Background: an optimization exercise with open tools, aiming at small area. Do not read the settings as production practice. Where RTL was checked, it was by simulation tests only, not by an equivalence proof against the original. Only the layout flow was run in run 2; the RTL was not checked for function there. Power and IR drop assume default switching activity.

**design/flow/config.mk**
```make
export PLATFORM = sky130hd
export DESIGN_NAME = tsp_coord_loader
export DESIGN_NICKNAME = tsp_coord_loader
export VERILOG_FILES = /design/flow/design.v
export SDC_FILE = /design/flow/constraint.sdc
export NUM_CORES = 4
export LEC_CHECK = 0
export CAP_MARGIN = 20
export CORE_ASPECT_RATIO = 0.25
export CORE_MARGIN = 2
export CORE_UTILIZATION = 65
export SLEW_MARGIN = 20
```
**design/flow/constraint.sdc**
```tcl
create_clock -name core_clock -period 5.0 [get_ports {clk}]
set_input_delay 1.0000 -clock core_clock [delete_from_list [all_inputs] [get_ports {clk}]]
set_output_delay 1.0000 -clock core_clock [all_outputs]
set_load 0.01 [all_outputs]
```
**design/flow/design.v**
```verilog
package tsp_pkg;
  localparam int         NCITY   = 64;
  localparam int         COORD_W = 8;
  localparam int         IDX_W   = $clog2(NCITY);
  localparam logic [7:0] HDR     = 8'hA5;
  localparam int         TIMEOUT = 2_000;
  typedef enum logic [2:0] {
    IDLE  = 3'b000,
    PUB   = 3'b001,
    DONE  = 3'b010,
    RST   = 3'b011,
    COUNT = 3'b100,
    XB    = 3'b101,
    YB    = 3'b110,
    CSUM  = 3'b111
  } ld_state_t;
endpackage
module tsp_coord_loader #(
  parameter int         NCITY   = tsp_pkg::NCITY,
  parameter int         COORD_W = tsp_pkg::COORD_W,
  parameter logic [7:0] HDR     = tsp_pkg::HDR,
  parameter int         TIMEOUT = tsp_pkg::TIMEOUT,
  localparam int        IDX_W   = $clog2(NCITY)
) (
  input  logic               clk,
  input  logic               rst,
  input  logic [7:0]         in_data,
  input  logic               in_valid,
  output logic               in_ready,
  output logic [NCITY*COORD_W-1:0] xs,   
  output logic [NCITY*COORD_W-1:0] ys,   
  output logic [IDX_W:0]     n_cities,
  output logic               coord_valid,
  output logic               solver_rst,
  output logic               err
);
  localparam int             TO_W    = 11;
  function automatic logic [TO_W-1:0] lfsr_next(input logic [TO_W-1:0] q);
    lfsr_next = {q[TO_W-2:0], ~(q[10] ^ q[8])};
  endfunction
  function automatic logic [TO_W-1:0] lfsr_after(input int steps);
    lfsr_after = '0;
    for (int i = 0; i < steps; i++) lfsr_after = lfsr_next(lfsr_after);
  endfunction
  localparam logic [TO_W-1:0] TO_LAST = lfsr_after(TIMEOUT - 1);
  tsp_pkg::ld_state_t state;
  logic [IDX_W:0]   n_lat;      
  logic [IDX_W-1:0] idx;        
  logic [IDX_W:0]   idx_inc;    
  logic [7:0]       sum;        
  logic [TO_W-1:0]  idle_cnt;   
  logic             rx;         
  logic             timeout;
  logic             accept;
  logic             wr_x, wr_y;
  logic [COORD_W-1:0] xs_r [NCITY];   
  logic [COORD_W-1:0] ys_r [NCITY];
  for (genvar g = 0; g < NCITY; g++) begin : g_flat
    assign xs[g*COORD_W +: COORD_W] = xs_r[g];
    assign ys[g*COORD_W +: COORD_W] = ys_r[g];
  end
  assign in_ready   = state[2] || !state[1];          
  assign solver_rst = state == tsp_pkg::PUB;
  assign accept  = in_valid && in_ready;
  assign rx      = state[2];
  assign timeout = rx && !accept && idle_cnt == TO_LAST;
  assign wr_x    = accept && state == tsp_pkg::XB;
  assign wr_y    = accept && state == tsp_pkg::YB;
  assign idx_inc = {1'b0, idx} + 1'b1;
  for (genvar g = 0; g < NCITY; g++) begin : g_arr
    always_ff @(posedge clk) begin
      if (wr_x && idx == IDX_W'(g)) xs_r[g] <= COORD_W'(in_data);
      if (wr_y && idx == IDX_W'(g)) ys_r[g] <= COORD_W'(in_data);
    end
  end
  always_ff @(posedge clk) begin
    if (rx && !accept && idle_cnt != TO_LAST)
      idle_cnt <= lfsr_next(idle_cnt);
    else
      idle_cnt <= '0;
    case (state)
      tsp_pkg::COUNT: begin
        n_lat <= (IDX_W+1)'(in_data);
        idx   <= '0;
        sum   <= in_data;
      end
      tsp_pkg::XB: begin
        if (accept) sum <= sum + in_data;
      end
      tsp_pkg::YB: begin
        if (accept) begin
          sum <= sum + in_data;
          idx <= idx_inc[IDX_W-1:0];
        end
      end
      default: ;
    endcase
  end
  always_ff @(posedge clk or posedge rst) begin
    if (rst) begin
      state       <= tsp_pkg::RST;
      coord_valid <= 1'b0;
      err         <= 1'b0;
      n_cities    <= '0;
    end else begin
      err <= timeout;
      case (state)
        tsp_pkg::COUNT: begin
          if (accept) begin
            if (in_data == 8'd0 || int'(in_data) > NCITY) begin
              err   <= 1'b1;
              state <= tsp_pkg::IDLE;
            end else begin
              coord_valid <= 1'b0;
              state       <= tsp_pkg::XB;
            end
          end else if (timeout) begin
            state <= tsp_pkg::IDLE;
          end
        end
        tsp_pkg::XB: begin
          if (accept)       state <= tsp_pkg::YB;
          else if (timeout) state <= tsp_pkg::IDLE;
        end
        tsp_pkg::YB: begin
          if (accept) begin
            if (idx_inc == n_lat) state <= tsp_pkg::CSUM;
            else                  state <= tsp_pkg::XB;
          end else if (timeout) begin
            state <= tsp_pkg::IDLE;
          end
        end
        tsp_pkg::CSUM: begin
          if (accept) begin
            if (in_data == sum) begin
              n_cities <= n_lat;
              state    <= tsp_pkg::DONE;
            end else begin
              err   <= 1'b1;
              state <= tsp_pkg::IDLE;
            end
          end else if (timeout) begin
            state <= tsp_pkg::IDLE;
          end
        end
        tsp_pkg::DONE: begin
          coord_valid <= 1'b1;
          state       <= tsp_pkg::PUB;
        end
        default: begin
          if (accept && in_data == HDR) state <= tsp_pkg::COUNT;
          else                          state <= tsp_pkg::IDLE;
        end
      endcase
    end
  end
endmodule
```
**design/flow/flow/run.sh**
```bash
#!/bin/bash
# Standard ORFS layout with two changes: the port buffers that global
# placement inserts are the smallest plain buffer, and CTS builds its tree
# with the clustering below and without dummy balancing loads.
set -euo pipefail
export BUFFER_PORTS_ARGS="-buffer_cell sky130_fd_sc_hd__buf_1"
export CTS_ARGS="-sink_clustering_enable -repair_clock_nets -dont_use_dummy_load -buf_list sky130_fd_sc_hd__clkbuf_8 -sink_clustering_size 18 -sink_clustering_max_diameter 50"
bash standard.sh > standard.log 2>&1
```
**design/flow/standard.sh**
```bash
#!/bin/bash
# synth_recipe.tcl (not shown) runs the flow's synth.tcl, then flattens the netlist and writes it again
# the make line also repeats each setting of config.mk as NAME=value (left out here)
make -C /OpenROAD-flow-scripts/flow DESIGN_CONFIG=/design/flow/config.mk WORK_HOME=/design/flow/orfs CLKGATE_MAP_FILE= SYNTH_SCRIPT=/design/flow/synth_recipe.tcl "${@:-finish}"
```
==> results of run 1 <==
[cells in the final DEF (no fill, tap or decap), drive strengths merged, types with 2 or more instances in the layout]
cell    synthesis  final
nor2          141    141
nor3            9      9
dfrtp          10     10
nand2          38     38
nand2b          2      2
mux2            9      9
and3            2      2
a21oi           6      6
edfxtp       1045   1045
xnor2           8      8
and2           11     11
o211ai          2      2
xor2            8      8
or3             3      3
ha             11     11
nor3b           5      5
o21ai          11     11
nand4           2      2
dfstp           2      2
diode           0      2
nand3          13     13
o31ai           3      3
dfxtp          11     11
nor2b           5      5
inv            15     15
clkbuf         15     77
nor4            3      3
buf             3   1059
[final cells by class]
type                            count  area share, %
Inverter                           15         0.1420
Sequential cell                  1068          80.45
Multi-Input combinational cell    311          4.370
Tap cell                          688          2.171
Clock buffer                       69          2.395
Antenna cell                        2        0.01262
Timing Repair Buffer             1067          10.47
[power breakdown]
part | internal [W] | switching (W)
clock | 0.00125 | 0.00252
combinational | 0.0000251 | 0.000200
sequential | 0.00981 | 0.00000132
[registers in the layout (all words and copies together), names as in the netlist]
| name | flops |
|---|---|
| sum | 8 |
| coord_valid | 1 |
| err | 1 |
| idx | 6 |
| xs_r | 512 |
| state | 3 |
| n_cities | 7 |
| n_lat | 7 |
| ys_r | 512 |
| idle_cnt | 11 |
[cells by family (layout without fill, tap and decap cells)]
| logic type | after synthesis | count (layout) | synth area share, % |
|---|---|---|---|
| other | 0 | 2 | 0 |
| muxes | 9 | 9 | 0.3002 |
| buffers and inverters | 33 | 1151 | 0.3854 |
| adders and majority gates | 13 | 13 | 0.4966 |
| and+or+nand+nor | 241 | 241 | 3.225 |
| AOI/OAI and AO/OA | 32 | 32 | 0.6746 |
| xor gates and xnor gates | 16 | 16 | 0.4151 |
| DFF | 1068 | 1068 | 94.50 |
[how the worst min path moves through the flow]
stage	to
2_1_floorplan	idle_cnt[3]
3_3_place_gp	idle_cnt[4]
3_5_place_dp	idle_cnt[4]
4_1_cts	state[2]
5_1_grt	state[2]
6_report	state[2]
[worst max-delay path, delay by kind of cell, from the launching register on]
kind,cells,cell delay (ns)
flops,1,0.75
simple gates,4,1.72
buf+inv,1,0.47
[per-layer routing]
metal,wire length (microns),up-vias
met4,2018,2
met2,47840,1195
li1,-,7643
met1,35910,9837
met5,12,-
met3,9545,138
[per-stage QoR]
stage | worst slack (ns) | std cells | total power (W) | area (sq um) | hold WS, ns
final | 1.669 | 3220 | 0.01381 | 39660 | 0.2708
after global routing | 1.576 | 3219 | 0.01418 | 39660 | 0.2778
after CTS | 1.798 | 3218 | 0.01383 | 39650 | 0.2438
after detailed placement | 1.300 | 3149 | 0.01024 | 38700 | 0.4425
after global placement | 1.377 | 3148 | 0.01024 | 38670 | 0.4351
after floorplan | 2.403 | 1412 | 0.01004 | 33760 | 0.4202
==> impl_metrics.tcl, run 1 <==
set metrics [dict create \
    most_frequent_cells_after_synthesis "sky130_fd_sc_hd__edfxtp_1, sky130_fd_sc_hd__nor2_1, sky130_fd_sc_hd__nand2_1, sky130_fd_sc_hd__clkbuf_1, sky130_fd_sc_hd__inv_1" \
    timing.critical_path.to "ys_r[61][4]" \
    worst_setup_path_start_kind "register" \
    dr.pass1.iters 5 \
    multiInputGateArea_sq_um 1733 \
    clock_path_buffers 3 \
    globalRoute.busiestLayer "met2" \
    grt.met1_usage_pct 48.81 \
    yosys.area.top_type "sky130_fd_sc_hd__edfxtp_1" \
    critPathKind "reg2reg" \
    regArea_sq_um 31900 \
    floorplan.die.height_microns 118.0 \
    cts-root-buf "sky130_fd_sc_hd__clkbuf_8" \
    worst_setup_path_end_kind "register" \
    finalWorstPathRequiredPeriod_ns 3.331 \
    drt_wl_total_microns 95340 \
    syn2layout_area_growth_pct 17.48 \
    worst_hold_path_type "in2async" \
    design.portCount 1046 \
    post_synth_main_area_contributors "sky130_fd_sc_hd__edfxtp_1, sky130_fd_sc_hd__nor2_1, sky130_fd_sc_hd__dfrtp_1" \
    fin_nets 2555 \
    startpoint "state[1]" \
    worst_r2r_path_depth 5 \
    achievable-frequency_mhz 300.2 \
    synthCells 1412 \
    worstPathCellList "nand2_2 -> nor3_2 -> nand3_1 -> buf_4 -> nor2_1" \
    worst_pin_slew_ns 0.9695 \
    synth_nets 1435 \
    layout.filler_cells 2861 \
    grtUsageMet2_pct 56.42 \
    drt_iter0_drc 2407 \
    dp_hpwl_microns 63010 \
    power.density_cell_area_nw_per_um2 348.2 \
    grt_overflow 0 \
    die_area_sq_um 54230 \
    synth-warning-count 3 \
    rsz0062_at_grt "no" \
    postRouteAntennaNets 0 \
    drive_above_1_share_pct 4.743 \
    synth_sequential_area_ratio_pct 94.50 \
    cts_inserted_buffers 69 \
    outcome "no timing/DRC/antenna violations" \
    grt_pass1_wl_microns 131300 \
    worst_ir_drop_on_vdd_uv 206.6 \
    finalSetupViolations 0 \
    yosys.cell_count.top_type "sky130_fd_sc_hd__edfxtp_1" \
    insertion_delay_ns 0.70 \
    fin_crit_sh_pct 66.62 \
    final-hold-violation-count 0 \
    post_cts_resized 0 \
    maxCapViolations 0 \
    cts_tree "yes" \
    synth_edf_count 1045 \
    synth.cell_area_sq_um 33760 \
    timing.final.max_slew_violations 0 \
    clock_sinks 1068 \
    fin_setup_tns_ns 0 \
    synth.avg_cell_area_sq_um 23.91 \
    critical_path_required_ns 5.32 \
    grt_util_all_layers_pct 34.77 \
    slowest_stage "sky130_fd_sc_hd__dfstp_2" \
    core_area_sq_um 50790 \
    post_synth_num_cell_types 54 \
    finalCoreUtilization_pct 78.09 \
    synth_top_flop_cell "sky130_fd_sc_hd__edfxtp_1" \
    number_of_antenna_violations_at_the_first_check_in_global_routing 3 \
    dieWidth_microns 459.8 \
    synth_top_area_share_pct 92.95 \
    worstReg2RegEnd "ys_r[61][4]" \
    slew_headroom_pct 34.87 \
    cts_post_setup_buffers_inserted 0 \
    avgRoutedWirePerCell_microns 29.61 \
    globalplace.congestion 0.9030 \
    slowest_delay_ns 0.75 \
    synth.ff_latch_count 1068 \
    std_cell_rows 41 \
    cts-htree-levels 3 \
    floorplan.initialDensity_pct 66.47 \
    grt_start_max_net_pins 132 \
    cts.hold.buffers_added 0 \
    first_global_vias 17460 \
    grt_util_met3_pct 8.806 \
    leakagePower_nw 12.09 \
    crit_path_max_fanout 17 \
    vias_per_cell 5.843 \
    r2r-start "state[1]" \
    numPortBuffers 1045 \
    crit_arrival_ns 3.65 \
    route.detailed.drc 0 \
    clock_slew_at_the_register_clock_pins_of_the_worst_setup_and_hold_paths_ns 0.12 \
    skew_ns 0.05385 \
    timing.reg2reg.setup_slack_ns 1.67 \
    synth_async_reset_ratio_pct 1.124 \
    via_count 18820 \
]
==> inputs of run 2 (changes only) <==
--- a/design/flow/design.v
+++ b/design/flow/design.v
@@ -5,10 +5,10 @@
   localparam logic [7:0] HDR     = 8'hA5;
   localparam int         TIMEOUT = 2_000;
   typedef enum logic [2:0] {
-    IDLE  = 3'b000,
-    PUB   = 3'b001,
-    DONE  = 3'b010,
-    RST   = 3'b011,
+    RST   = 3'b000,
+    DONE  = 3'b001,
+    IDLE  = 3'b010,
+    PUB   = 3'b011,
     COUNT = 3'b100,
     XB    = 3'b101,
     YB    = 3'b110,
@@ -59,14 +59,14 @@
     assign xs[g*COORD_W +: COORD_W] = xs_r[g];
     assign ys[g*COORD_W +: COORD_W] = ys_r[g];
   end
-  assign in_ready   = state[2] || !state[1];          
+  assign in_ready   = state[2] || state[1];           
   assign solver_rst = state == tsp_pkg::PUB;
   assign accept  = in_valid && in_ready;
   assign rx      = state[2];
   assign timeout = rx && !accept && idle_cnt == TO_LAST;
   assign wr_x    = accept && state == tsp_pkg::XB;
   assign wr_y    = accept && state == tsp_pkg::YB;
-  assign idx_inc = {1'b0, idx} + 1'b1;
+  assign idx_inc = {1'b0, idx} + (IDX_W+1)'(wr_y);
   for (genvar g = 0; g < NCITY; g++) begin : g_arr
     always_ff @(posedge clk) begin
       if (wr_x && idx == IDX_W'(g)) xs_r[g] <= COORD_W'(in_data);
@@ -78,23 +78,10 @@
       idle_cnt <= lfsr_next(idle_cnt);
     else
       idle_cnt <= '0;
-    case (state)
-      tsp_pkg::COUNT: begin
-        n_lat <= (IDX_W+1)'(in_data);
-        idx   <= '0;
-        sum   <= in_data;
-      end
-      tsp_pkg::XB: begin
-        if (accept) sum <= sum + in_data;
-      end
-      tsp_pkg::YB: begin
-        if (accept) begin
-          sum <= sum + in_data;
-          idx <= idx_inc[IDX_W-1:0];
-        end
-      end
-      default: ;
-    endcase
+    if (state == tsp_pkg::COUNT) n_lat <= (IDX_W+1)'(in_data);
+    sum <= (state == tsp_pkg::COUNT ? 8'd0 : sum) +
+           (state == tsp_pkg::COUNT || wr_x || wr_y ? in_data : 8'd0);
+    idx <= state == tsp_pkg::COUNT ? '0 : idx_inc[IDX_W-1:0];
   end
   always_ff @(posedge clk or posedge rst) begin
     if (rst) begin
--- a/design/flow/config.mk
+++ b/design/flow/config.mk
@@ -8,5 +8,5 @@
 export CAP_MARGIN = 20
 export CORE_ASPECT_RATIO = 0.25
 export CORE_MARGIN = 2
-export CORE_UTILIZATION = 65
+export CORE_UTILIZATION = 85
 export SLEW_MARGIN = 20
==> run 2 against run 1 <==
Compared with the run above: the flow now stops in I/O pin placement (3_2_place_iop); area after synthesis down 0.42%; synthesized cell count unchanged.
==> impl_metrics.tcl, run 2 <==
set metrics [dict create \
    floorplan.initialDensity_pct 86.48 \
    synth.ff_latch_count 1068 \
    synth-warning-count 3 \
    post_synth_num_cell_types 41 \
    stage_where_the_flow_stopped "I/O pin placement (3_2_place_iop)" \
    most_frequent_cells_after_synthesis "sky130_fd_sc_hd__edfxtp_1, sky130_fd_sc_hd__nor2_1, sky130_fd_sc_hd__nand2_1, sky130_fd_sc_hd__dfxtp_1, sky130_fd_sc_hd__and2_1" \
    yosys.area.top_type "sky130_fd_sc_hd__edfxtp_1" \
    dieWidth_microns 401.7 \
    synth_async_reset_ratio_pct 1.124 \
    synth.avg_cell_area_sq_um 23.81 \
    std_cell_rows 36 \
    synthCells 1412 \
    toolErrorMsg "[ERROR PPL-0024] Number of IO pins (1046) exceeds maximum number of available positions (1014). Increase the die perimeter from 1010.34um to 1422.56um." \
    post_synth_main_area_contributors "sky130_fd_sc_hd__edfxtp_1, sky130_fd_sc_hd__nor2_1, sky130_fd_sc_hd__dfxtp_1" \
    synth_nets 1434 \
    synth_edf_count 1031 \
    synth_top_flop_cell "sky130_fd_sc_hd__edfxtp_1" \
    synth_sequential_area_ratio_pct 94.48 \
    synth.cell_area_sq_um 33620 \
    yosys.cell_count.top_type "sky130_fd_sc_hd__edfxtp_1" \
    outcome "stopped before the end" \
    floorplan.die.height_microns 103.4 \
    synth_top_area_share_pct 92.10 \
]
==> run 2: cell types whose count changed after synthesis, sizes merged, moves of 6 or more <==
cell / delta
nor2: +6
edfxtp: -14
dfxtp: +14
nand2: -8
o21ai: -6
and2: +12
xor2: +6
==> run 2: cells by family after synthesis <==
| group | after synthesis | share of synthesized area [%] |
|---|---|---|
| simple gates | 243 | 3.216 |
| xor+xnor | 26 | 0.7593 |
| fa+ha+maj | 12 | 0.4615 |
| compound gates | 24 | 0.4653 |
| mux | 7 | 0.2345 |
| flops | 1068 | 94.48 |
| buf+inv | 32 | 0.3834 |
==> inputs of run 3 (changes only) <==
--- a/design/flow/design.v
+++ b/design/flow/design.v
@@ -67,10 +67,20 @@
   assign wr_x    = accept && state == tsp_pkg::XB;
   assign wr_y    = accept && state == tsp_pkg::YB;
   assign idx_inc = {1'b0, idx} + (IDX_W+1)'(wr_y);
+  logic             clr;
+  logic [NCITY-1:0] city_sel;
+  logic [7:0]       dx, dy;
+  assign clr = accept && state == tsp_pkg::COUNT && in_data != 8'd0 &&
+               int'(in_data) <= NCITY;
+  assign dx  = wr_x ? in_data : 8'd0;
+  assign dy  = wr_y ? in_data : 8'd0;
+  for (genvar g = 0; g < NCITY; g++) begin : g_sel
+    assign city_sel[g] = idx == IDX_W'(g);
+  end
   for (genvar g = 0; g < NCITY; g++) begin : g_arr
     always_ff @(posedge clk) begin
-      if (wr_x && idx == IDX_W'(g)) xs_r[g] <= COORD_W'(in_data);
-      if (wr_y && idx == IDX_W'(g)) ys_r[g] <= COORD_W'(in_data);
+      xs_r[g] <= (xs_r[g] & {COORD_W{!clr}}) | (dx & {COORD_W{city_sel[g]}});
+      ys_r[g] <= (ys_r[g] & {COORD_W{!clr}}) | (dy & {COORD_W{city_sel[g]}});
     end
   end
   always_ff @(posedge clk) begin
==> design/flow/flow/run.sh (replaced) <==
#!/bin/bash
# Standard ORFS layout with two changes: the port buffers that global
# placement inserts are the smallest plain buffer, and CTS builds its tree
# from clkbuf_8 (root clkbuf_16) in clusters of up to 16 sinks without dummy
# balancing loads.
set -euo pipefail
export BUFFER_PORTS_ARGS="-buffer_cell sky130_fd_sc_hd__buf_1"
export CTS_ARGS="-sink_clustering_enable -repair_clock_nets -dont_use_dummy_load -buf_list sky130_fd_sc_hd__clkbuf_8 -root_buf sky130_fd_sc_hd__clkbuf_16 -sink_clustering_size 16 -sink_clustering_max_diameter 25"
bash standard.sh > standard.log 2>&1
==> design/flow/config.mk (replaced) <==
export PLATFORM = sky130hd
export DESIGN_NAME = tsp_coord_loader
export DESIGN_NICKNAME = tsp_coord_loader
export VERILOG_FILES = /design/flow/design.v
export SDC_FILE = /design/flow/constraint.sdc
export NUM_CORES = 4
export LEC_CHECK = 0
export CAP_MARGIN = 10
export CORE_ASPECT_RATIO = 0.25
export CORE_MARGIN = 2
export CORE_UTILIZATION = 76
export SLEW_MARGIN = 10
==> run 3 against run 2 <==
Compared with the run above: now fails the layout checks on antenna violations; synthesized cell count grew to 2.6 times the previous value; area after synthesis shrank 0.55%.
==> impl_metrics.tcl, run 3 <==
set metrics [dict create \
    insertion_delay_ns 0.62 \
    post_cts_resized 0 \
    internal-power_w 0.01046 \
    checkFailReasons "antenna violations" \
    cts.hold.buffers_added 0 \
    slew_headroom_pct 6.379 \
    regArea_sq_um 21510 \
    most_frequent_cells_after_synthesis "sky130_fd_sc_hd__nand2_1, sky130_fd_sc_hd__dfxtp_1, sky130_fd_sc_hd__o21ai_0, sky130_fd_sc_hd__clkbuf_1, sky130_fd_sc_hd__buf_2" \
    leakagePower_nw 14.21 \
    die_area_sq_um 46100 \
    sw_frac_of_total_pct 24.90 \
    drive_above_1_share_pct 2.731 \
    outcome "failed layout checks" \
    globalplace.congestion 1.000 \
    cp_num_buf_inv 0 \
    finalCoreUtilization_pct 88.22 \
    dp_hpwl_microns 75340 \
    grt_overflow 0 \
    synth-warning-count 3 \
    dr.pass1.iters 6 \
    worstReg2RegEnd "ys_r[56][5]" \
    clock_path_buffers 3 \
    timing.final.max_slew_violations 0 \
    grtUsageMet2_pct 72.01 \
    grt_util_met3_pct 15.65 \
    core_area_sq_um 43310 \
    syn2layout_area_growth_pct 14.30 \
    final-hold-violation-count 0 \
    cts-htree-levels 3 \
    post_synth_num_cell_types 46 \
    synth.avg_cell_area_sq_um 9.043 \
    layout.filler_cells 2326 \
    drt_wl_total_microns 115800 \
    drt_iter0_drc 4617 \
    achievable-frequency_mhz 299.3 \
    floorplan.die.height_microns 108.9 \
    cts_tree "yes" \
    cts_post_setup_buffers_inserted 0 \
    worst_pin_slew_ns 1.394 \
    synth_sequential_area_ratio_pct 64.34 \
    leading_cell_types_in_the_layout_fill_and_taps_excluded "sky130_fd_sc_hd__nand2_1, sky130_fd_sc_hd__dfxtp_1, sky130_fd_sc_hd__buf_1" \
    grt_util_all_layers_pct 47.26 \
    registers_with_the_most_flip_flops "xs_r (512), ys_r (512), idle_cnt (11)" \
    route.detailed.drc 0 \
    number_of_antenna_violations_at_the_first_check_in_global_routing 2 \
    clock_slew_at_the_register_clock_pins_of_the_worst_setup_and_hold_paths_ns 0.11 \
    p_comb_share_pct 6.7 \
    worst_setup_path_end_kind "register" \
    place.detailed.instances 5064 \
    synth.cell_area_sq_um 33430 \
    yosys.area.top_type "sky130_fd_sc_hd__dfxtp_1" \
    std_cell_rows 38 \
    synthCells 3697 \
    cts_inserted_buffers 77 \
    crit_path_max_fanout 17 \
    grt_pass1_wl_microns 164700 \
    grt_start_max_net_pins 277 \
    fin_setup_tns_ns 0 \
    r2r-start "idx[3]" \
    rsz0062_at_grt "no" \
    synth_nets 3718 \
    synth.ff_latch_count 1068 \
    skew_ns 0.04504 \
    worst_setup_path_start_kind "register" \
    maxCapViolations 0 \
    synth_top_area_share_pct 62.82 \
    crit_arrival_ns 3.86 \
    synth_top_flop_cell "sky130_fd_sc_hd__dfxtp_1" \
    post_synth_main_area_contributors "sky130_fd_sc_hd__dfxtp_1, sky130_fd_sc_hd__o21ai_0, sky130_fd_sc_hd__nand2_1" \
    avgRoutedWirePerCell_microns 22.48 \
    first_global_vias 27730 \
    globalRoute.busiestLayer "met2" \
    place_ws_ns 1.441 \
    synth_async_reset_ratio_pct 1.124 \
    slowest_stage "sky130_fd_sc_hd__nor3_1" \
    clock_sinks 1068 \
    postRouteAntennaNets 1 \
    numPortBuffers 1045 \
    power.net_switching_w 0.003467 \
    timing.reg2reg.setup_slack_ns 1.66 \
    floorplan.initialDensity_pct 77.18 \
    grt.met1_usage_pct 59.08 \
    critical_path_required_ns 5.52 \
    fin_nets 4564 \
    timing.critical_path.max_delay_family "simple AND/OR/NAND/NOR gates" \
    slowest_delay_ns 1.03 \
    design.portCount 1046 \
    worstPathCellList "nand2b_1 -> nor3_1 -> nand2_1 -> o21ai_1" \
    fin_crit_sh_pct 66.81 \
    layout.cells.most_common "sky130_fd_sc_hd__nand2_1" \
    power.density_cell_area_nw_per_um2 364.4 \
    via_count 31560 \
    finalWorstPathRequiredPeriod_ns 3.341 \
    yosys.cell_count.top_type "sky130_fd_sc_hd__nand2_1" \
    sequentialPowerShare_pct 64.3 \
    worst_r2r_path_depth 4 \
    non_filler_instance_count_after_layout 5148 \
    dieWidth_microns 423.5 \
    vias_per_cell 6.130 \
    cts-root-buf "sky130_fd_sc_hd__clkbuf_16" \
    critPathKind "reg2reg" \
    finalSetupViolations 0 \
    worst_ir_drop_on_vdd_uv 266.5 \
    total_power_w 0.01392 \
    synth_edf_count 7 \
    multiInputGateArea_sq_um 10660 \
    worst_hold_path_type "in2async" \
    postLayoutSetupSlackWorst_ns 1.659 \
    clock_share_of_power_pct 29.1 \
]
-- run 3: cell types whose count changed after synthesis, moves of 6 or more --
| cell | delta |
|---|---|
| sky130_fd_sc_hd__nor3_1 | +6 |
| sky130_fd_sc_hd__nand2b_1 | +10 |
| sky130_fd_sc_hd__and2_1 | +6 |
| sky130_fd_sc_hd__edfxtp_1 | -1024 |
| sky130_fd_sc_hd__nor2_1 | -119 |
| sky130_fd_sc_hd__nand3_1 | -7 |
| sky130_fd_sc_hd__buf_6 | +11 |
| sky130_fd_sc_hd__dfxtp_1 | +1024 |
| sky130_fd_sc_hd__o21ai_0 | +925 |
| sky130_fd_sc_hd__nand2_1 | +1089 |
| sky130_fd_sc_hd__buf_2 | +97 |
| sky130_fd_sc_hd__o21ai_1 | +102 |
| sky130_fd_sc_hd__clkbuf_1 | +165 |
-- run 3: final cells by class --
class,instances,area share (%)
multi-input combinational,2321,27.89
clock buffer,77,2.803
antenna,7,0.04584
inverter,12,0.1179
tap,600,1.965
timing repair buffer,1063,10.88
sequential,1068,56.30
-- run 3: metrics by stage --
step	cell area (sq um)	hold slack, ns
2_1_floorplan	33430	0.4202
3_3_place_gp	37110	0.4312
3_5_place_dp	37110	0.4397
4_1_cts	38180	0.3928
5_1_grt	38190	0.4133
6_report	38210	0.3958
-- run 3: worst max-delay path by stage --
stage / from / to / slack, ns / cells after the start
after floorplan: in_valid / sum[6] / 1.78 / 13
after global placement: in_valid / sum[6] / 1.53 / 13
after detailed placement: in_data[1] / ys_r[15][4] / 1.44 / 7
after CTS: idx[3] / xs_r[44][4] / 1.85 / 4
after global routing: idx[3] / ys_r[56][7] / 1.67 / 4
final: idx[3] / ys_r[56][5] / 1.66 / 4
-- run 3: power by group through the flow --
stage	sequential [W]	combinational, W	clock [W]
floorplan	0.00921	0.000381	0
detailed placement	0.00913	0.000885	0
CTS	0.00893	0.000894	0.00396
global route	0.00897	0.000983	0.00431
finish	0.00895	0.000928	0.00405
global placement	0.00912	0.000856	0
-- run 3: cell families after synthesis --
| family | after synthesis | synth area share (%) |
|---|---|---|
| adder cells (fa/ha/maj) | 10 | 0.3967 |
| XOR/XNOR | 23 | 0.6026 |
| flip-flops | 1068 | 64.34 |
| multiplexers | 7 | 0.2358 |
| AND/OR/NAND/NOR | 1228 | 14.42 |
| buffers and inverters | 308 | 4.128 |
| AO/OA/AOI/OAI | 1053 | 15.87 |
-- run 3: worst reg2reg max path: cells and delay by family, from the launching register on --
kind	cells	cell delay, ns
AOI/OAI and AO/OA	1	0.39
DFF	1	0.76
and+or+nand+nor	3	2.14
-- run 3: metal layers --
| layer | up-vias | share of wire [%] |
|---|---|---|
| met4 | 0 | 7.2 |
| met5 | - | 0 |
| met2 | 2399 | 44 |
| met3 | 650 | 13 |
| li1 | 13700 | - |
| met1 | 14810 | 36 |
==> inputs of run 4 (changes only) <==
==> design/flow/config.mk (replaced) <==
export PLATFORM = sky130hd
export DESIGN_NAME = tsp_coord_loader
export DESIGN_NICKNAME = tsp_coord_loader
export VERILOG_FILES = /design/flow/design.v
export SDC_FILE = /design/flow/constraint.sdc
export NUM_CORES = 4
export LEC_CHECK = 0
export CAP_MARGIN = 20
export CORE_ASPECT_RATIO = 0.25
export CORE_MARGIN = 2
export CORE_UTILIZATION = 72
export SLEW_MARGIN = 20
==> run 4 against run 3 <==
Compared with the run above: now clean on timing, DRC and antenna; clock power barely moved; routed wire length rose by 0.18%; first-iteration DRC count fell by 10%; global-route usage fell by 1.5 points; cell area barely moved; total power fell by 0.26%; critical path depth did not move; sequential power barely moved; worst setup slack improved by 0.18 ns; highest routed layer unchanged.
==> impl_metrics.tcl, run 4 <==
set metrics [dict create \
    p_comb_share_pct 6.5 \
    achievable-frequency_mhz 316.1 \
    registers_with_the_most_flip_flops "xs_r (512), ys_r (512), idle_cnt (11)" \
    worst_r2r_path_depth 4 \
    finalSetupViolations 0 \
    fin_crit_sh_pct 63.28 \
    post_cts_resized 0 \
    sw_frac_of_total_pct 24.69 \
    slowest_delay_ns 1.03 \
    timing.final.max_slew_violations 0 \
    synth_async_reset_ratio_pct 1.124 \
    dr.pass1.iters 8 \
    drt_iter0_drc 4150 \
    synthSimpleGateAreaFrac_pct 14.42 \
    worst_pin_slew_ns 1.317 \
    yosys.area.top_type "sky130_fd_sc_hd__dfxtp_1" \
    multiInputGateArea_sq_um 10660 \
    via_count 31180 \
    layout.filler_cells 3075 \
    synth.cell_area_sq_um 33430 \
    worstPathCellList "nand2b_1 -> nor3_1 -> nand2_1 -> o21ai_0" \
    cp_num_buf_inv 0 \
    critical_path_cell_count 4 \
    std_cell_rows 39 \
    grt_start_max_net_pins 173 \
    fin_nets 4570 \
    sequentialPowerShare_pct 64.4 \
    layout.cells.most_common "sky130_fd_sc_hd__nand2_1" \
    power.net_switching_w 0.003428 \
    floorplan.die.height_microns 111.7 \
    yosys.area_share.xor_xnor_pct 0.6026 \
    leakagePower_nw 14.22 \
    worst_ir_drop_on_vdd_uv 238.4 \
    worst_setup_path_start_kind "register" \
    grt_util_all_layers_pct 45.79 \
    layout.cell_area.non_filler_sq_um 38240 \
    dominant_combinational_cell_family_by_area_after_synthesis "compound AO/OA/AOI/OAI gates" \
    vias_per_cell 6.013 \
    cts.hold.buffers_added 0 \
    cts_tree "yes" \
    synth_adder_area_share_pct 0.3967 \
    leading_cell_types_in_the_layout_fill_and_taps_excluded "sky130_fd_sc_hd__nand2_1, sky130_fd_sc_hd__dfxtp_1, sky130_fd_sc_hd__buf_1" \
    cts-root-buf "sky130_fd_sc_hd__clkbuf_16" \
    slew_headroom_pct 11.49 \
    synthCells 3697 \
    core_area_sq_um 45670 \
    globalplace.congestion 1.033 \
    dieWidth_microns 435.0 \
    cts-htree-levels 3 \
    grt_pass1_wl_microns 170700 \
    post_synth_main_area_contributors "sky130_fd_sc_hd__dfxtp_1, sky130_fd_sc_hd__o21ai_0, sky130_fd_sc_hd__nand2_1" \
    critPathKind "reg2reg" \
    synth_compound_gate_area_share_pct 15.87 \
    most_frequent_cells_after_synthesis "sky130_fd_sc_hd__nand2_1, sky130_fd_sc_hd__dfxtp_1, sky130_fd_sc_hd__o21ai_0, sky130_fd_sc_hd__clkbuf_1, sky130_fd_sc_hd__buf_2" \
    post_synth_num_cell_types 46 \
    finalWorstPathRequiredPeriod_ns 3.164 \
    postLayoutSetupSlackWorst_ns 1.836 \
    numPortBuffers 1045 \
    internal-power_w 0.01046 \
    crit_arrival_ns 3.66 \
    crit_path_max_fanout 16 \
    synth_sequential_area_ratio_pct 64.34 \
    clock_path_buffers 3 \
    slowest_stage "sky130_fd_sc_hd__nor3_1" \
    maxCapViolations 0 \
    timing.critical_path.max_delay_family "simple AND/OR/NAND/NOR gates" \
    outcome "no timing/DRC/antenna violations" \
    synth_top_area_share_pct 62.82 \
    drive_above_1_share_pct 2.859 \
    clock_share_of_power_pct 29.1 \
    number_of_antenna_violations_at_the_first_check_in_global_routing 1 \
    clock_sinks 1068 \
    finalCoreUtilization_pct 83.72 \
    drt_wl_total_microns 116000 \
    yosys-mux-area-fraction_pct 0.2358 \
    cts_inserted_buffers 77 \
    insertion_delay_ns 0.63 \
    regArea_sq_um 21510 \
    rsz0062_at_grt "no" \
    critical_path_required_ns 5.50 \
    grt_overflow 0 \
    floorplan.initialDensity_pct 73.19 \
    dp_hpwl_microns 76100 \
    fin_setup_tns_ns 0 \
    synth-warning-count 3 \
    synth_nets 3718 \
    synth.ff_latch_count 1068 \
    place_ws_ns 1.434 \
    route.detailed.drc 0 \
    avgRoutedWirePerCell_microns 22.36 \
    worst_hold_path_type "in2async" \
    skew_ns 0.05380 \
    first_global_vias 28370 \
    postRouteAntennaNets 0 \
    yosys.cell_count.top_type "sky130_fd_sc_hd__nand2_1" \
    area_after_detailed_placement_sq_um 37150 \
    final-hold-violation-count 0 \
    design.portCount 1046 \
    power.density_cell_area_nw_per_um2 363.2 \
    clock_slew_at_the_register_clock_pins_of_the_worst_setup_and_hold_paths_ns 0.10 \
    syn2layout_area_growth_pct 14.38 \
    synth.avg_cell_area_sq_um 9.043 \
    synth_top_flop_cell "sky130_fd_sc_hd__dfxtp_1" \
    synth_edf_count 7 \
    worst_setup_path_end_kind "register" \
    die_area_sq_um 48600 \
    cts_post_setup_buffers_inserted 0 \
]
## run 4: per-stage QoR
stage,std cells,hold WS (ns),total power [W]
floorplan,3697,0.4202,0.009593
global placement,5103,0.4308,0.009956
detailed placement,5103,0.4395,0.009995
CTS,5180,0.3743,0.01377
global route,5183,0.3943,0.01427
finish,5185,0.3757,0.01389
## run 4: kinds of logic (layout without fill, tap and decap cells)
group,count (synthesis),after routing
other,0,3
muxes,7,7
DFF,1068,1068
and+or+nand+nor,1228,1228
buffers and inverters,308,1158
AOI/OAI and AO/OA,1053,1053
xor gates and xnor gates,23,23
adders and majority gates,10,10
## run 4: layout make-up
| cell class | instances | share of cell area, % |
|---|---|---|
| Antenna cell | 3 | 0.01963 |
| Clock buffer | 77 | 2.801 |
| Inverter | 12 | 0.1178 |
| Multi-Input combinational cell | 2321 | 27.88 |
| Sequential cell | 1068 | 56.25 |
| Tap cell | 635 | 2.078 |
| Timing Repair Buffer | 1069 | 10.85 |
## run 4: final timing paths
kind | from | endpoint | slack [ns]
max | idx[1] | xs_r[18][7] | 1.84
min | rst | n_cities[0] | 0.38
max reg2reg | idx[1] | xs_r[18][7] | 1.84
min reg2reg | ys_r[57][2] | ys_r[57][2] | 0.45
max in group asynchronous | rst | state[2] | 4.26
min in group core_clock | ys_r[57][2] | ys_r[57][2] | 0.45
## run 4: per-layer routing
layer	part of all wire (%)	GRT usage [%]	wire length, microns	up-vias
met5	0	0	0	-
met4	5.8	24.26	6686	0
met3	12	14.91	13960	511
met2	45	71.44	52030	2013
met1	37	57.43	43290	14940
li1	-	-	-	13710
## run 4: worst register-to-register path, stage by stage, from the launching register on
cell and delay, ns:
sky130_fd_sc_hd__dfxtp_1 0.57, sky130_fd_sc_hd__nand2b_1 0.20, sky130_fd_sc_hd__nor3_1 1.03, sky130_fd_sc_hd__nand2_1 0.89, sky130_fd_sc_hd__o21ai_0 0.39
## run 4: power by group through the flow
stage	registers [W]	logic [W]	clock network (W)
floorplan	0.00921	0.000381	0
global placement	0.00912	0.000840	0
detailed placement	0.00913	0.000865	0
CTS	0.00893	0.000870	0.00397
global route	0.00897	0.000967	0.00434
finish	0.00895	0.000906	0.00404
==> inputs of run 5 (changes only) <==
--- a/design/flow/design.v
+++ b/design/flow/design.v
@@ -89,8 +89,7 @@
     else
       idle_cnt <= '0;
     if (state == tsp_pkg::COUNT) n_lat <= (IDX_W+1)'(in_data);
-    sum <= (state == tsp_pkg::COUNT ? 8'd0 : sum) +
-           (state == tsp_pkg::COUNT || wr_x || wr_y ? in_data : 8'd0);
+    sum <= (state == tsp_pkg::COUNT ? 8'd0 : sum) + (accept ? in_data : 8'd0);
     idx <= state == tsp_pkg::COUNT ? '0 : idx_inc[IDX_W-1:0];
   end
   always_ff @(posedge clk or posedge rst) begin
==> run 5 against run 4 <==
Compared with the run above: clock skew rose by 0.018 ns; clock power rose by 1%; sequential power rose by 1%; global-route usage fell by 0.81 points; non-clock buffer count rose by 6; die area fell by 0.24%; first-iteration DRC count fell by 18%; cell area barely moved; total power rose by 4.6%; sequential cell count did not move; routed wire length fell by 1.7%.
==> impl_metrics.tcl, run 5 <==
set metrics [dict create \
    r2r-start "state[2]" \
    drive_above_1_share_pct 3.934 \
    post_synth_main_area_contributors "sky130_fd_sc_hd__dfxtp_1, sky130_fd_sc_hd__o2bb2ai_1, sky130_fd_sc_hd__clkbuf_1" \
    place.detailed.instances 4063 \
    synth_edf_count 7 \
    synth-warning-count 3 \
    cts.hold.buffers_added 0 \
    finalWorstPathRequiredPeriod_ns 3.468 \
    floorplan.initialDensity_pct 73.09 \
    timing.final.max_slew_violations 0 \
    cts-root-buf "sky130_fd_sc_hd__clkbuf_16" \
    post_cts_resized 0 \
    drt_wl_total_microns 114000 \
    postLayoutSetupSlackWorst_ns 1.532 \
    leading_cell_types_in_the_layout_fill_and_taps_excluded "sky130_fd_sc_hd__dfxtp_1, sky130_fd_sc_hd__buf_1, sky130_fd_sc_hd__o2bb2ai_1" \
    route.detailed.drc 0 \
    grt_pass1_wl_microns 165600 \
    worst_pin_slew_ns 1.152 \
    drt_iter0_drc 3386 \
    design.portCount 1046 \
    number_of_antenna_violations_at_the_first_check_in_global_routing 0 \
    outcome "no timing/DRC/antenna violations" \
    layout.filler_cells 2714 \
    regArea_sq_um 21510 \
    synth_async_reset_ratio_pct 1.124 \
    insertion_delay_ns 0.65 \
    final-hold-violation-count 0 \
    globalplace.congestion 1.052 \
    worst_setup_path_start_kind "primary input" \
    place_ws_ns 1.211 \
    avgRoutedWirePerCell_microns 27.51 \
    std_cell_rows 39 \
    most_frequent_cells_after_synthesis "sky130_fd_sc_hd__dfxtp_1, sky130_fd_sc_hd__o2bb2ai_1, sky130_fd_sc_hd__clkbuf_1, sky130_fd_sc_hd__nand2_1, sky130_fd_sc_hd__buf_2" \
    rsz0062_at_grt "no" \
    multiInputGateArea_sq_um 10570 \
    first_global_vias 25670 \
    clock_slew_at_the_register_clock_pins_of_the_worst_setup_and_hold_paths_ns 0.10 \
    power.density_cell_area_nw_per_um2 379.9 \
    yosys.cell_count.top_type "sky130_fd_sc_hd__dfxtp_1" \
    cts_post_setup_buffers_inserted 0 \
    registers_with_the_most_flip_flops "xs_r (512), ys_r (512), idle_cnt (11)" \
    cts_tree "yes" \
    critPathKind "in2reg" \
    non_filler_instance_count_after_layout 4144 \
    synth.ff_latch_count 1068 \
    clock_sinks 1068 \
    via_count 27650 \
    finalSetupViolations 0 \
    clock_path_buffers 3 \
    synth.avg_cell_area_sq_um 12.59 \
    die_area_sq_um 48490 \
    synth.cell_area_sq_um 33350 \
    dieWidth_microns 434.4 \
    floorplan.die.height_microns 111.6 \
    cts-htree-levels 3 \
    layout.cells.most_common "sky130_fd_sc_hd__dfxtp_1" \
    grt_start_max_net_pins 212 \
    achievable-frequency_mhz 288.4 \
    worst_setup_path_end_kind "register" \
    cts_inserted_buffers 78 \
    startpoint "in_valid" \
    synth_top_area_share_pct 62.97 \
    maxCapViolations 0 \
    vias_per_cell 6.672 \
    slew_headroom_pct 23.20 \
    skew_ns 0.07162 \
    grt_util_all_layers_pct 44.98 \
    postRouteAntennaNets 0 \
    fin_crit_sh_pct 69.35 \
    grt_overflow 0 \
    synth_nets 2669 \
    core_area_sq_um 45630 \
    syn2layout_area_growth_pct 14.72 \
    post_synth_num_cell_types 46 \
    crit_arrival_ns 4.01 \
    leakagePower_nw 12.81 \
    synth_sequential_area_ratio_pct 64.50 \
    critical_path_required_ns 5.54 \
    yosys.area.top_type "sky130_fd_sc_hd__dfxtp_1" \
    dr.pass1.iters 6 \
    worst_hold_path_type "in2async" \
    fin_setup_tns_ns 0 \
    synth_top_flop_cell "sky130_fd_sc_hd__dfxtp_1" \
    numPortBuffers 1045 \
    worst_ir_drop_on_vdd_uv 239.6 \
    dp_hpwl_microns 73530 \
    crit_path_max_fanout 10 \
    synthCells 2648 \
    fin_nets 3531 \
]
-- run 5: cell count changes after synthesis, moves of 3 or more --
cell / previous run / this run
sky130_fd_sc_hd__nand2b_1: 10 / 5
sky130_fd_sc_hd__nand2_1: 1119 / 98
sky130_fd_sc_hd__buf_4: 3 / 21
sky130_fd_sc_hd__nand4b_1: 4 / 1
sky130_fd_sc_hd__and3_1: 1 / 4
sky130_fd_sc_hd__o21ai_0: 930 / 6
sky130_fd_sc_hd__and2_1: 29 / 12
sky130_fd_sc_hd__buf_2: 104 / 80
sky130_fd_sc_hd__o2bb2ai_1: 0 / 1025
sky130_fd_sc_hd__a21oi_1: 9 / 3
sky130_fd_sc_hd__nor2b_1: 4 / 12
sky130_fd_sc_hd__o21ai_1: 102 / 0
-- run 5: layout make-up --
| cell class | count | share of cell area, % |
|---|---|---|
| Tap cell | 635 | 2.077 |
| Clock buffer | 78 | 2.835 |
| Inverter | 11 | 0.1079 |
| Timing Repair Buffer | 1075 | 11.11 |
| Sequential cell | 1068 | 56.23 |
| Antenna cell | 1 | 0.006541 |
| Multi-Input combinational cell | 1276 | 27.64 |
-- run 5: cell families after synthesis --
family / share of synthesized area [%]
AND/OR/NAND/NOR: 2.559
flip-flops: 64.50
buffers and inverters: 4.251
multiplexers: 0.2364
AO/OA/AOI/OAI: 27.40
adder cells (fa/ha/maj): 0.3977
XOR/XNOR: 0.6566
-- run 5: path summary, 6_finish.rpt --
check / to / slack (ns) / cells after the start
setup / recovery: state[1] / 1.53 / 11
hold / removal: n_cities[0] / 0.36 / 2
setup reg to reg: state[1] / 1.57 / 10
hold reg to reg: ys_r[4][0] / 0.47 / 1
max in group asynchronous: n_cities[5] / 4.28 / 2
min in group core_clock: ys_r[4][0] / 0.47 / 1
-- run 5: metrics by stage --
step	cell area (sq um)	utilization [%]	hold WS, ns	power, W
floorplan	33350	-	0.4294	0.009974
global placement	37080	81.28	0.4356	0.01048
detailed placement	37090	81.29	0.4444	0.01054
CTS	38170	83.66	0.3578	0.01438
global route	38260	83.85	0.4071	0.01488
finish	38260	83.85	0.3552	0.01453
-- run 5: report_power, final --
| part | internal [W] | switching (W) |
|---|---|---|
| logic | 0.000474 | 0.000885 |
| clock network | 0.00143 | 0.00266 |
| registers | 0.00885 | 0.000230 |
| total | 0.0108 | 0.00378 |
-- run 5: worst max-delay path, cell delays in order --
cell and delay [ns]:
sky130_fd_sc_hd__buf_1 0.18, sky130_fd_sc_hd__inv_1 0.22, sky130_fd_sc_hd__nor3_2 0.43, sky130_fd_sc_hd__ha_1 0.25, sky130_fd_sc_hd__ha_1 0.32, sky130_fd_sc_hd__xor2_1 0.18, sky130_fd_sc_hd__nor4_1 0.49, sky130_fd_sc_hd__o21ai_0 0.19
sky130_fd_sc_hd__nor3_1 0.21, sky130_fd_sc_hd__nand3_1 0.24, sky130_fd_sc_hd__a211oi_1 0.29
-- run 5: routing by layer --
metal / vias up / part of all wire [%] / global-route usage (%)
li1: 11730 / - / -
met1: 13730 / 39 / 58.25
met2: 1766 / 45 / 68.83
met3: 426 / 11 / 15.34
met4: 0 / 4.8 / 20.30
met5: - / 0 / 0
==> inputs of run 6 (changes only) <==
==> design/flow/flow/run.sh (replaced) <==
#!/bin/bash
# Standard ORFS layout with two changes: the port buffers that global
# placement inserts are the smallest plain buffer, and CTS builds its tree
# from clkbuf_8 (root clkbuf_16) in clusters of up to 17 sinks without dummy
# balancing loads.
set -euo pipefail
export BUFFER_PORTS_ARGS="-buffer_cell sky130_fd_sc_hd__buf_1"
export CTS_ARGS="-sink_clustering_enable -repair_clock_nets -dont_use_dummy_load -buf_list sky130_fd_sc_hd__clkbuf_8 -root_buf sky130_fd_sc_hd__clkbuf_16 -sink_clustering_size 17 -sink_clustering_max_diameter 25"
bash standard.sh > standard.log 2>&1
==> run 6 against run 5 <==
Compared with the run above: highest routed layer is now met5; sequential power is essentially flat; non-clock buffer count up 1; sequential share of layout area up 0.061 points; sequential cell count did not move; area after synthesis unchanged.
==> impl_metrics.tcl, run 6 <==
set metrics [dict create \
    final-hold-violation-count 0 \
    crit_path_max_fanout 211 \
    layout.cell_area.non_filler_sq_um 38220 \
    number_of_antenna_violations_at_the_first_check_in_global_routing 1 \
    worst_r2r_path_depth 10 \
    syn2layout_area_growth_pct 14.59 \
    insertion_delay_ns 0.63 \
    core_area_sq_um 45630 \
    synth_nets 2669 \
    non_filler_instance_count_after_layout 4141 \
    multiInputGateArea_sq_um 10560 \
    power.density_cell_area_nw_per_um2 377.8 \
    synth.cell_area_sq_um 33350 \
    skew_ns 0.04774 \
    maxCapViolations 0 \
    cts_post_setup_buffers_inserted 0 \
    p_comb_share_pct 9.3 \
    globalplace.congestion 1.052 \
    synth_async_reset_ratio_pct 1.124 \
    finalWorstPathRequiredPeriod_ns 3.480 \
    cts_inserted_buffers 75 \
    timing.final.max_slew_violations 0 \
    worst_setup_path_end_kind "register" \
    post_synth_num_cell_types 46 \
    dr.pass1.iters 6 \
    fin_setup_tns_ns 0 \
    cts-root-buf "sky130_fd_sc_hd__clkbuf_16" \
    slowest_stage "sky130_fd_sc_hd__or4b_4" \
    drt_wl_total_microns 114400 \
    synth-warning-count 3 \
    post_synth_main_area_contributors "sky130_fd_sc_hd__dfxtp_1, sky130_fd_sc_hd__o2bb2ai_1, sky130_fd_sc_hd__clkbuf_1" \
    yosys.cell_count.top_type "sky130_fd_sc_hd__dfxtp_1" \
    floorplan.initialDensity_pct 73.09 \
    route.detailed.drc 0 \
    post_cts_resized 0 \
    worstPathCellList "buf_1 -> or3_1 -> nor4_2 -> xor2_1 -> nor2_1 -> or4b_4 -> buf_12 -> o2bb2ai_1" \
    first_global_vias 25520 \
    clock_share_of_power_pct 27.7 \
    cts_tree "yes" \
    leading_cell_types_in_the_layout_fill_and_taps_excluded "sky130_fd_sc_hd__dfxtp_1, sky130_fd_sc_hd__buf_1, sky130_fd_sc_hd__o2bb2ai_1" \
    power.net_switching_w 0.003734 \
    die_area_sq_um 48490 \
    slew_headroom_pct 17.87 \
    postRouteAntennaNets 0 \
    achievable-frequency_mhz 287.4 \
    critical_path_required_ns 5.45 \
    synth.avg_cell_area_sq_um 12.59 \
    most_frequent_cells_after_synthesis "sky130_fd_sc_hd__dfxtp_1, sky130_fd_sc_hd__o2bb2ai_1, sky130_fd_sc_hd__clkbuf_1, sky130_fd_sc_hd__nand2_1, sky130_fd_sc_hd__buf_2" \
    crit_arrival_ns 3.93 \
    clock_sinks 1068 \
    synthCells 2648 \
    outcome "no timing/DRC/antenna violations" \
    area_after_detailed_placement_sq_um 37090 \
    dp_hpwl_microns 73530 \
    design.portCount 1046 \
    finalSetupViolations 0 \
    via_count 27850 \
    avgRoutedWirePerCell_microns 27.63 \
    regArea_sq_um 21510 \
    yosys.area.top_type "sky130_fd_sc_hd__dfxtp_1" \
    clock_slew_at_the_register_clock_pins_of_the_worst_setup_and_hold_paths_ns 0.10 \
    worst_hold_path_type "in2async" \
    sequentialPowerShare_pct 62.9 \
    std_cell_rows 39 \
    critPathKind "in2reg" \
    registers_with_the_most_flip_flops "xs_r (512), ys_r (512), idle_cnt (11)" \
    fin_nets 3529 \
    layout.cells.most_common "sky130_fd_sc_hd__dfxtp_1" \
    vias_per_cell 6.726 \
    drive_above_1_share_pct 3.879 \
    synth_edf_count 7 \
    grt_start_max_net_pins 212 \
    slowest_delay_ns 0.67 \
    synth_top_area_share_pct 62.97 \
    cts-htree-levels 3 \
    worst_ir_drop_on_vdd_uv 241.8 \
    synth_top_flop_cell "sky130_fd_sc_hd__dfxtp_1" \
    sw_frac_of_total_pct 25.86 \
    cts.hold.buffers_added 0 \
    grt_util_all_layers_pct 44.90 \
    place.detailed.instances 4063 \
    synth.ff_latch_count 1068 \
    layout.filler_cells 2722 \
    clock_path_buffers 3 \
    fin_crit_sh_pct 69.60 \
    insertedDiodeCount 0 \
    dieWidth_microns 434.4 \
    numPortBuffers 1045 \
    worst_setup_path_start_kind "primary input" \
    grt_pass1_wl_microns 165400 \
    leakagePower_nw 12.81 \
    worst_pin_slew_ns 1.232 \
    synth_sequential_area_ratio_pct 64.50 \
    internal-power_w 0.01070 \
    rsz0062_at_grt "no" \
    floorplan.die.height_microns 111.6 \
    drt_iter0_drc 3378 \
    grt_overflow 0 \
]
## run 6: cell count changes in the layout (fill, tap and decap cells not counted)
cell	previous run	this run
sky130_fd_sc_hd__nand2_8	3	1
sky130_fd_sc_hd__nand2_4	11	13
sky130_fd_sc_hd__clkbuf_8	77	74
sky130_fd_sc_hd__diode_2	1	0
sky130_fd_sc_hd__buf_12	5	6
## run 6: kinds of logic after synthesis
family | after synthesis | share of synthesized area, %
xor+xnor | 25 | 0.6566
flops | 1068 | 64.50
compound gates | 1048 | 27.40
buf+inv | 304 | 4.251
mux | 7 | 0.2364
simple gates | 186 | 2.559
fa+ha+maj | 10 | 0.3977
## run 6: through the flow
stage,hold WS (ns),util (%),power [W],worst slack (ns)
after floorplan,0.4294,-,0.009974,1.967
after global placement,0.4356,81.28,0.01048,1.274
after detailed placement,0.4444,81.29,0.01054,1.211
after CTS,0.3523,83.57,0.01430,1.848
after global routing,0.3906,83.76,0.01480,1.458
final,0.3528,83.76,0.01444,1.520
## run 6: final timing paths
path                       startpoint  slack [ns]           to
max                        in_data[1]        1.52  ys_r[22][2]
min                               rst        0.35     state[1]
max reg2reg                  state[2]        1.63     state[1]
min reg2reg                ys_r[5][3]        0.47   ys_r[5][3]
max in group asynchronous         rst        4.26  coord_valid
min in group core_clock    ys_r[5][3]        0.47   ys_r[5][3]
## run 6: power by group through the flow
stage	Sequential, W	Combinational, W	Clock (W)
detailed placement	0.00926	0.00128	0
global route	0.00911	0.00140	0.00428
CTS	0.00907	0.00129	0.00395
finish	0.00908	0.00135	0.00400
global placement	0.00924	0.00124	0
floorplan	0.00935	0.000625	0
## run 6: metal layers
metal / track usage (%) / up-vias / part of all wire, %
met5: 0 / - / 0.011
met4: 20.51 / 2 / 5.3
met3: 15.83 / 481 / 12
met2: 68.31 / 1917 / 45
met1: 58.05 / 13730 / 38
li1: - / 11720 / -
## run 6: critical path, delay by kind of cell
family	cells	cell delay, ns
and+or+nand+nor	4	1.53
buffers and inverters	2	0.50
AOI/OAI and AO/OA	1	0.37
xor gates and xnor gates	1	0.11
## run 6: final cells by class
| cell class | instances | share of cell area [%] |
|---|---|---|
| Clock buffer | 75 | 2.730 |
| Inverter | 11 | 0.1080 |
| Multi-Input combinational cell | 1276 | 27.62 |
| Sequential cell | 1068 | 56.29 |
| Tap cell | 635 | 2.079 |
| Timing Repair Buffer | 1076 | 11.17 |
==> inputs of run 7 (changes only) <==
==> design/flow/flow/run.sh (replaced) <==
#!/bin/bash
# Standard ORFS layout with two changes: the port buffers that global
# placement inserts are the smallest plain buffer, and CTS builds its tree
# from clkbuf_8 (root clkbuf_16) in clusters of up to 18 sinks without dummy
# balancing loads.
set -euo pipefail
export BUFFER_PORTS_ARGS="-buffer_cell sky130_fd_sc_hd__buf_1"
export CTS_ARGS="-sink_clustering_enable -repair_clock_nets -dont_use_dummy_load -buf_list sky130_fd_sc_hd__clkbuf_8 -root_buf sky130_fd_sc_hd__clkbuf_16 -sink_clustering_size 18 -sink_clustering_max_diameter 25"
bash standard.sh > standard.log 2>&1
==> run 7 against run 6 <==
Compared with the run above: routed wire length down 0.31%; die area is the same; sequential cell count did not move; count of clock-buffer cells in the layout down 4; first-iteration DRC count fell by 1.4%; critical path depth rose by 2; critical endpoint is now state[1]; largest cell class unchanged; highest routed layer unchanged.
==> impl_metrics.tcl, run 7 <==
set metrics [dict create \
    outcome "no timing/DRC/antenna violations" \
    synth.avg_cell_area_sq_um 12.59 \
    cts_tree "yes" \
    leakagePower_nw 12.77 \
    finalSetupViolations 0 \
    place_ws_ns 1.211 \
    grt_util_all_layers_pct 44.99 \
    layout.filler_cells 2725 \
    number_of_antenna_violations_at_the_first_check_in_global_routing 0 \
    most_frequent_cells_after_synthesis "sky130_fd_sc_hd__dfxtp_1, sky130_fd_sc_hd__o2bb2ai_1, sky130_fd_sc_hd__clkbuf_1, sky130_fd_sc_hd__nand2_1, sky130_fd_sc_hd__buf_2" \
    drt_iter0_drc 3331 \
    worst_r2r_path_depth 10 \
    power.density_cell_area_nw_per_um2 376.4 \
    cts_inserted_buffers 71 \
    worst_setup_path_end_kind "register" \
    grt_start_max_net_pins 212 \
    worst_hold_path_type "in2async" \
    vias_per_cell 6.757 \
    clock_slew_at_the_register_clock_pins_of_the_worst_setup_and_hold_paths_ns 0.12 \
    synth.cell_area_sq_um 33350 \
    rsz0062_at_grt "no" \
    post_synth_main_area_contributors "sky130_fd_sc_hd__dfxtp_1, sky130_fd_sc_hd__o2bb2ai_1, sky130_fd_sc_hd__clkbuf_1" \
    synth_top_flop_cell "sky130_fd_sc_hd__dfxtp_1" \
    die_area_sq_um 48490 \
    fin_crit_sh_pct 69.32 \
    area_after_detailed_placement_sq_um 37090 \
    globalplace.congestion 1.052 \
    cts-root-buf "sky130_fd_sc_hd__clkbuf_16" \
    worst_pin_slew_ns 1.230 \
    std_cell_rows 39 \
    synth_sequential_area_ratio_pct 64.50 \
    finalCoreUtilization_pct 83.62 \
    floorplan.initialDensity_pct 73.09 \
    grt_pass1_wl_microns 165700 \
    yosys.cell_count.top_type "sky130_fd_sc_hd__dfxtp_1" \
    postRouteAntennaNets 0 \
    insertion_delay_ns 0.65 \
    first_global_vias 25700 \
    achievable-frequency_mhz 288.5 \
    clock_path_buffers 3 \
    numPortBuffers 1045 \
    finalWorstPathRequiredPeriod_ns 3.466 \
    cts_post_setup_buffers_inserted 0 \
    route.detailed.drc 0 \
    dp_hpwl_microns 73530 \
    fin_nets 3524 \
    via_count 27950 \
    registers_with_the_most_flip_flops "xs_r (512), ys_r (512), idle_cnt (11)" \
    timing.final.max_slew_violations 0 \
    yosys.area.top_type "sky130_fd_sc_hd__dfxtp_1" \
    post_cts_resized 0 \
    hold-worst-slack_ns 0.3288 \
    syn2layout_area_growth_pct 14.40 \
    synth_async_reset_ratio_pct 1.124 \
    fin_setup_tns_ns 0 \
    worst_ir_drop_on_vdd_uv 221.1 \
    leading_cell_types_in_the_layout_fill_and_taps_excluded "sky130_fd_sc_hd__dfxtp_1, sky130_fd_sc_hd__buf_1, sky130_fd_sc_hd__o2bb2ai_1" \
    timing.reg2reg.setup_slack_ns 1.53 \
    slew_headroom_pct 17.97 \
    crit_path_max_fanout 13 \
    synth.ff_latch_count 1068 \
    synth-warning-count 3 \
    drt_wl_total_microns 114100 \
    cts-htree-levels 3 \
    cts.hold.buffers_added 0 \
    final-hold-violation-count 0 \
    maxCapViolations 0 \
    layout.cell_area.non_filler_sq_um 38150 \
    avgRoutedWirePerCell_microns 27.58 \
    dieWidth_microns 434.4 \
    drive_above_1_share_pct 3.742 \
    synth_edf_count 7 \
    dr.pass1.iters 6 \
    clock_sinks 1068 \
    insertedDiodeCount 0 \
    grt_overflow 0 \
    crit_arrival_ns 4.04 \
    skew_ns 0.05169 \
    worst_setup_path_start_kind "register" \
    post_synth_num_cell_types 46 \
    worstReg2RegEnd "state[1]" \
    critPathKind "reg2reg" \
    r2r-start "state[2]" \
    synth_nets 2669 \
    core_area_sq_um 45630 \
    critical_path_required_ns 5.57 \
    synth_top_area_share_pct 62.97 \
    postLayoutSetupSlackWorst_ns 1.534 \
    design.portCount 1046 \
    floorplan.die.height_microns 111.6 \
    synthCells 2648 \
    layout.cells.most_common "sky130_fd_sc_hd__dfxtp_1" \
]
[run 7: cell counts after synthesis]
No cell type changed its count.
[run 7: cell type report]
class	count	area (sq um)	area share, %
flip-flops and latches	1068	21510	56.38
well taps	635	794.5	2.083
inverters	11	41.29	0.1082
multi-input cells	1276	10570	27.69
repair buffers	1075	4250	11.14
clock buffers	71	988.4	2.591
[run 7: worst max path at each step]
stage                    start          end  slack, ns  cells after the start
detailed placement    in_valid     state[1]       1.21                     11
finish                state[2]     state[1]       1.53                     10
global route          state[2]     state[1]       1.48                     10
CTS                   state[2]     state[1]       1.84                     10
floorplan           in_data[1]  xs_r[54][0]       1.97                     10
global placement    in_data[1]  ys_r[28][0]       1.27                      9
[run 7: through the flow]
stage	power, W	cells
after floorplan	0.009974	2648
after global placement	0.01048	4063
after detailed placement	0.01054	4063
after CTS	0.01422	4134
after global routing	0.01472	4136
final	0.01436	4136
[run 7: kinds of logic after synthesis]
kind of cell | after synthesis | synth area share [%]
DFF | 1068 | 64.50
AOI/OAI and AO/OA | 1048 | 27.40
and+or+nand+nor | 186 | 2.559
muxes | 7 | 0.2364
xor gates and xnor gates | 25 | 0.6566
buffers and inverters | 304 | 4.251
adders and majority gates | 10 | 0.3977
[run 7: per-layer routing]
layer | routed length [microns] | track usage [%] | vias up
met3 | 12970 | 15.20 | 441
met5 | 96 | 1.446 | -
met1 | 43780 | 57.99 | 13880
met4 | 5556 | 20.44 | 2
met2 | 51670 | 69.06 | 1897
li1 | - | - | 11720
[run 7: critical path, stage by stage (launching register included)]
cell and delay [ns]:
sky130_fd_sc_hd__dfrtp_1 0.59, sky130_fd_sc_hd__nand2_1 0.24, sky130_fd_sc_hd__nor3_2 0.37, sky130_fd_sc_hd__ha_1 0.26, sky130_fd_sc_hd__ha_1 0.31, sky130_fd_sc_hd__xor2_1 0.17
sky130_fd_sc_hd__nor4_1 0.50, sky130_fd_sc_hd__o21ai_0 0.20, sky130_fd_sc_hd__nor3_1 0.21, sky130_fd_sc_hd__nand3_1 0.24, sky130_fd_sc_hd__a211oi_1 0.29
[run 7: power breakdown]
| part | switching, W | internal (W) | total [W] |
|---|---|---|---|
| Combinational | 0.000875 | 0.000473 | 0.00135 |
| Sequential | 0.000234 | 0.00885 | 0.00909 |
| Clock | 0.00262 | 0.00131 | 0.00392 |

afterwards: timing with drivers on the ports:
In the flow no input, the clock included, has a driving cell. The finished layouts below were timed again as built, in two steps. Step 1 sets driving cells, clkbuf_16 on the clock port and buf_2 on the other inputs (assumed; they add their load-dependent delay and slew). Step 2 adds t to the input delays and takes it off the output delays; t is the mean of the earliest and latest rising clock arrival at the registers after step 1. Input paths then give back, and output paths get back, about the clock's delay inside the block. a / b / c = ideal / step 1 / step 2; a / b = the first two.
run	t (ns)	slack for setup (ns)	latest minus earliest clock arrival (ns)	slew at the worst register clock pin (ns)
run 1	0.740	1.669 / 1.669 / 1.132	0.056 / 0.057	0.12 / 0.12
run 3	0.672	1.659 / 1.659 / 1.242	0.053 / 0.053	0.11 / 0.11
run 4	0.672	1.836 / 1.836 / 1.298	0.054 / 0.054	0.11 / 0.11
run 5	0.688	1.532 / 1.526 / 0.838	0.071 / 0.071	0.11 / 0.11
run 6	0.679	1.520 / 1.537 / 0.858	0.054 / 0.054	0.11 / 0.11
run 7	0.697	1.534 / 1.534 / 0.841	0.053 / 0.053	0.12 / 0.12
For run 5, which loses most, drivers alone change the setup slack by -0.006 ns; drivers and shift together by -0.694 ns.
